From an optimization exercise on the open Yosys and OpenROAD flow, aimed at small area, a short achievable clock period and few clock cycles per item; shortcuts taken in it are not production practice.
Function was checked by simulation only, so behaviour that the tests miss may differ from the original.
Power figures rest on the tool's default switching activity, not on a simulated workload.

## the previous run
==> flow/design.v <==
package wdd_pkg;
  localparam int ValueW           = 32;
  localparam int WindowKW         = 5;
  localparam int DefaultMaxWindow = 16;
  typedef struct packed {
    logic signed [ValueW-1:0] value;
    logic                     last_item;
  } wdd_in_t;
  typedef struct packed {
    logic match_now;
    logic found_so_far;
    logic array_done;
  } wdd_out_t;
endpackage
module wdd_cell (
  input  logic                              in_window_i,
  input  logic signed [wdd_pkg::ValueW-1:0] probe_i,
  input  logic signed [wdd_pkg::ValueW-1:0] value_i,
  output logic                              hit_o
);
  assign hit_o = in_window_i && (value_i == probe_i);
endmodule
module windowed_duplicate_detector
#(
  parameter int MAX_WINDOW = wdd_pkg::DefaultMaxWindow
) (
  input  logic                clk_i,
  input  logic                rst_ni,
  input  logic                in_valid_i,
  output logic                in_stall_o,
  input  wdd_pkg::wdd_in_t             in_data_i,
  output logic                out_valid_o,
  input  logic                out_stall_i,
  output wdd_pkg::wdd_out_t            out_data_o,
  input  logic                cfg_we_i,
  input  logic [wdd_pkg::WindowKW-1:0] cfg_wdata_i
);
  localparam int N     = MAX_WINDOW;
  localparam int PhW   = (N > 16) ? 5 : (N > 8) ? 4 : (N > 4) ? 3 : (N > 2) ? 2 : 1;
  localparam int CntW  = (N > 15) ? 5 : (N > 7) ? 4 : (N > 3) ? 3 : (N > 1) ? 2 : 1;
  localparam int NGrp  = N;
  localparam int GrpSz = N / NGrp;
  localparam int QD    = 3;
  logic [N-1:0][wdd_pkg::ValueW-1:0] ring_q;
  logic [CntW-1:0]              fill_q, fill_d;
  logic [PhW-1:0]               phase_q, phase_d;
  logic [wdd_pkg::WindowKW-1:0] window_k_q, window_k_d;
  logic                         stall_q, stall_d;
  logic                         in_xfer;
  logic [N-1:0]                 in_window;
  logic [N-1:0]                 hit_vec;
  logic [NGrp-1:0]              grp_hit;
  logic [NGrp-1:0]              hit_q;
  logic                         hlast_q;
  logic                         hvalid_q;
  logic                         seen_q;
  wdd_pkg::wdd_out_t            res;
  logic [QD-1:0][2:0]           q_data, q_data_d;
  logic [QD-1:0]                q_valid, q_valid_d;
  logic                         pop;
  assign in_stall_o = stall_q;
  assign in_xfer    = in_valid_i && !stall_q;
  always_ff @(posedge clk_i) begin
    ring_q[0] <= in_xfer ? in_data_i.value : ring_q[N-1];
    for (int j = 1; j < N; j++) begin
      ring_q[j] <= ring_q[j-1];
    end
  end
  for (genvar gi = 0; gi < N; gi++) begin : g_cell
    assign in_window[gi] = (CntW'(gi) < fill_q) && (32'(gi) < 32'(window_k_q));
    wdd_cell u_cell (
      .in_window_i(in_window[gi]),
      .probe_i    (in_data_i.value),
      .value_i    (ring_q[gi]),
      .hit_o      (hit_vec[gi])
    );
  end
  for (genvar gg = 0; gg < NGrp; gg++) begin : g_grp
    assign grp_hit[gg] = |hit_vec[gg*GrpSz +: GrpSz];
  end
  always_comb begin
    fill_d  = fill_q;
    phase_d = (phase_q == PhW'(N - 1)) ? '0 : phase_q + PhW'(1);
    if (in_xfer) begin
      phase_d = '0;
      if (in_data_i.last_item) begin
        fill_d = '0;
      end else if (fill_q != CntW'(N)) begin
        fill_d = fill_q + CntW'(1);
      end
    end
  end
  always_comb begin
    if (32'(cfg_wdata_i) > N) begin
      window_k_d = wdd_pkg::WindowKW'(N);
    end else begin
      window_k_d = cfg_wdata_i;
    end
  end
  always_ff @(posedge clk_i or negedge rst_ni) begin
    if (!rst_ni) begin
      window_k_q <= '0;
    end else if (cfg_we_i) begin
      window_k_q <= window_k_d;
    end
  end
  always_ff @(posedge clk_i or negedge rst_ni) begin
    if (!rst_ni) begin
      fill_q   <= '0;
      phase_q  <= '0;
      hvalid_q <= 1'b0;
    end else begin
      fill_q   <= fill_d;
      phase_q  <= phase_d;
      hvalid_q <= in_xfer;
    end
  end
  always_ff @(posedge clk_i) begin
    hit_q   <= grp_hit;
    hlast_q <= in_data_i.last_item;
  end
  always_comb begin
    res.match_now    = |hit_q;
    res.found_so_far = seen_q || res.match_now;
    res.array_done   = hlast_q;
  end
  always_ff @(posedge clk_i or negedge rst_ni) begin
    if (!rst_ni) begin
      seen_q <= 1'b0;
    end else if (hvalid_q) begin
      seen_q <= hlast_q ? 1'b0 : res.found_so_far;
    end
  end
  assign pop = q_valid[0] && !out_stall_i;
  always_comb begin
    logic [QD-1:0] v_after;
    logic          placed;
    v_after = pop ? (q_valid >> 1) : q_valid;
    placed  = 1'b0;
    q_valid_d = v_after;
    for (int e = 0; e < QD; e++) begin
      q_data_d[e] = (pop && e < QD - 1) ? q_data[(e < QD - 1) ? e + 1 : e] : q_data[e];
      if (hvalid_q && !placed && !v_after[e]) begin
        q_data_d[e]  = res;
        q_valid_d[e] = 1'b1;
        placed       = 1'b1;
      end
    end
  end
  always_ff @(posedge clk_i or negedge rst_ni) begin
    if (!rst_ni) begin
      q_valid <= '0;
    end else begin
      q_valid <= q_valid_d;
    end
  end
  always_ff @(posedge clk_i) begin
    for (int e = 0; e < QD; e++) begin
      q_data[e] <= q_data_d[e];
    end
  end
  assign stall_d = q_valid_d[QD-1] || (q_valid_d[QD-2] && in_xfer) ||
                   (!in_xfer && (fill_q != '0) && (phase_q != PhW'(N - 1)));
  always_ff @(posedge clk_i or negedge rst_ni) begin
    if (!rst_ni) begin
      stall_q <= 1'b0;
    end else begin
      stall_q <= stall_d;
    end
  end
  assign out_valid_o = q_valid[0];
  assign out_data_o  = q_data[0];
endmodule
module wdd_top (
  input  logic        clk_i,
  input  logic        rst_ni,
  input  logic        in_valid_i,
  output logic        in_stall_o,
  input  logic [31:0] in_value_i,
  input  logic        in_last_i,
  output logic        out_valid_o,
  input  logic        out_stall_i,
  output logic        out_match_now_o,
  output logic        out_found_so_far_o,
  output logic        out_array_done_o,
  input  logic        cfg_we_i,
  input  logic [4:0]  cfg_wdata_i
);
  wdd_pkg::wdd_in_t  in_data;
  wdd_pkg::wdd_out_t out_data;
  assign in_data.value     = in_value_i;
  assign in_data.last_item = in_last_i;
  windowed_duplicate_detector u_wdd (
    .clk_i(clk_i), .rst_ni(rst_ni),
    .in_valid_i(in_valid_i), .in_stall_o(in_stall_o), .in_data_i(in_data),
    .out_valid_o(out_valid_o), .out_stall_i(out_stall_i), .out_data_o(out_data),
    .cfg_we_i(cfg_we_i), .cfg_wdata_i(cfg_wdata_i)
  );
  assign out_match_now_o    = out_data.match_now;
  assign out_found_so_far_o = out_data.found_so_far;
  assign out_array_done_o   = out_data.array_done;
endmodule
export LEC_CHECK = 0
export CAP_MARGIN = 20
export CORE_MARGIN = 2
export CORE_UTILIZATION = 40
export CTS_CLUSTER_DIAMETER = 80
export CTS_CLUSTER_SIZE = 25
export SETUP_SLACK_MARGIN = 2.1
export SLEW_MARGIN = 20
create_clock -name core_clock -period 4.0 [get_ports {clk_i}]
standard.sh (not shown) runs the stock make flow with config.mk's settings and CLKGATE_MAP_FILE= SYNTH_SCRIPT=/design/flow/synth_recipe.tcl, a recipe that flattens the netlist after the stock synthesis.
==> flow/flow/run.sh <==
#!/bin/bash
# The standard layout (the standard.sh, unchanged synthesis, floorplan,
# power grid and tap cells), with two placement/repair settings changed:
#  - the port buffers are plain buf_4 cells instead of the delay-buffer cell
#    buffer_ports picks by default (every port still gets its own buffer);
#  - gate sizing may swap a cell for one with a different footprint.
# The full output of the run goes to standard.log in this folder.
set -o pipefail
bash standard.sh \
  BUFFER_PORTS_ARGS="-buffer_cell sky130_fd_sc_hd__buf_4" \
  MATCH_CELL_FOOTPRINT=0 \
  finish > standard.log 2>&1
Testbench counts of the previous run, summed over its fixed seeds: cycles 16,795, items 16,384.
What the current run does differently from the previous run at the input level:
diff --git a/flow/design.v b/flow/design.v
--- a/flow/design.v
+++ b/flow/design.v
@@ -39,5 +39,5 @@
   localparam int PhW   = (N > 16) ? 5 : (N > 8) ? 4 : (N > 4) ? 3 : (N > 2) ? 2 : 1;
   localparam int CntW  = (N > 15) ? 5 : (N > 7) ? 4 : (N > 3) ? 3 : (N > 1) ? 2 : 1;
-  localparam int NGrp  = N;
+  localparam int NGrp  = (N % 2 == 0) ? N / 2 : N;
   localparam int GrpSz = N / NGrp;
   localparam int QD    = 3;
@@ -49,4 +49,5 @@
   logic                         in_xfer;
   logic [N-1:0]                 in_window;
+  logic [CntW-1:0]              span_q, span_d;
   logic [N-1:0]                 hit_vec;
   logic [NGrp-1:0]              grp_hit;
@@ -67,6 +68,25 @@
     end
   end
+  always_comb begin
+    span_d = span_q;
+    if (cfg_we_i) begin
+      span_d = (32'(fill_q) < 32'(window_k_d)) ? fill_q : CntW'(window_k_d);
+    end else if (in_xfer) begin
+      if (in_data_i.last_item) begin
+        span_d = '0;
+      end else if (32'(span_q) != 32'(window_k_q)) begin
+        span_d = span_q + CntW'(1);
+      end
+    end
+  end
+  always_ff @(posedge clk_i or negedge rst_ni) begin
+    if (!rst_ni) begin
+      span_q <= '0;
+    end else begin
+      span_q <= span_d;
+    end
+  end
   for (genvar gi = 0; gi < N; gi++) begin : g_cell
-    assign in_window[gi] = (CntW'(gi) < fill_q) && (32'(gi) < 32'(window_k_q));
+    assign in_window[gi] = (CntW'(gi) < span_q);
     wdd_cell u_cell (
       .in_window_i(in_window[gi]),
--- outcome ---
- Going from the previous run to the current run, first-iteration DRC count decreased by about 6% relative to the old numbers, clock network fraction of total power decreased by 1.9 points relative to the old numbers, wire length decreased by 900 µm relative to the old numbers.
- The current run and the previous run ended up with nearly the same share of the clock period used by the worst path after layout.
- Detailed route, the current run vs the previous run: via total higher for the current run
- The current run gives more synthesized area than the previous run did.
Testbench counts of the current run, summed over its fixed seeds: cycles 16,795, items 16,384.

-- afterwards: timing with drivers on the ports --
No port has a modelled driver above. Below, the same layouts with a new extraction and two added sets of constraints.
Step 1 (the two cells are an assumption about what drives the block):
set clk [get_ports {clk_i}]
set_driving_cell -lib_cell sky130_fd_sc_hd__clkbuf_16 $clk
set_driving_cell -lib_cell sky130_fd_sc_hd__buf_2 [delete_from_list [all_inputs] $clk]
Step 2 also shifts input and output timing later by t, the mid clock arrival at the registers, as if the neighbouring blocks saw the same clock.
Slacks: ideal / step 1 / step 2; pairs: ideal / step 1.
run	shift t [ns]	slack for setup (ns)	hold WS [ns]	slew at the worst register clock pin (ns)	worst data-port slew with drivers (ns)
the previous run	0.669	2.052 / 1.998 / 1.491	0.052 / 0.028 / 0.342	0.10 / 0.10	0.06
the current run	0.635	2.055 / 2.006 / 1.543	0.093 / 0.067 / 0.355	0.10 / 0.10	0.06
After both steps setup and hold are still met in every run listed. The setup slack of the previous run, which loses most, moves by -0.054 ns with the drivers and by -0.561 ns with both steps.
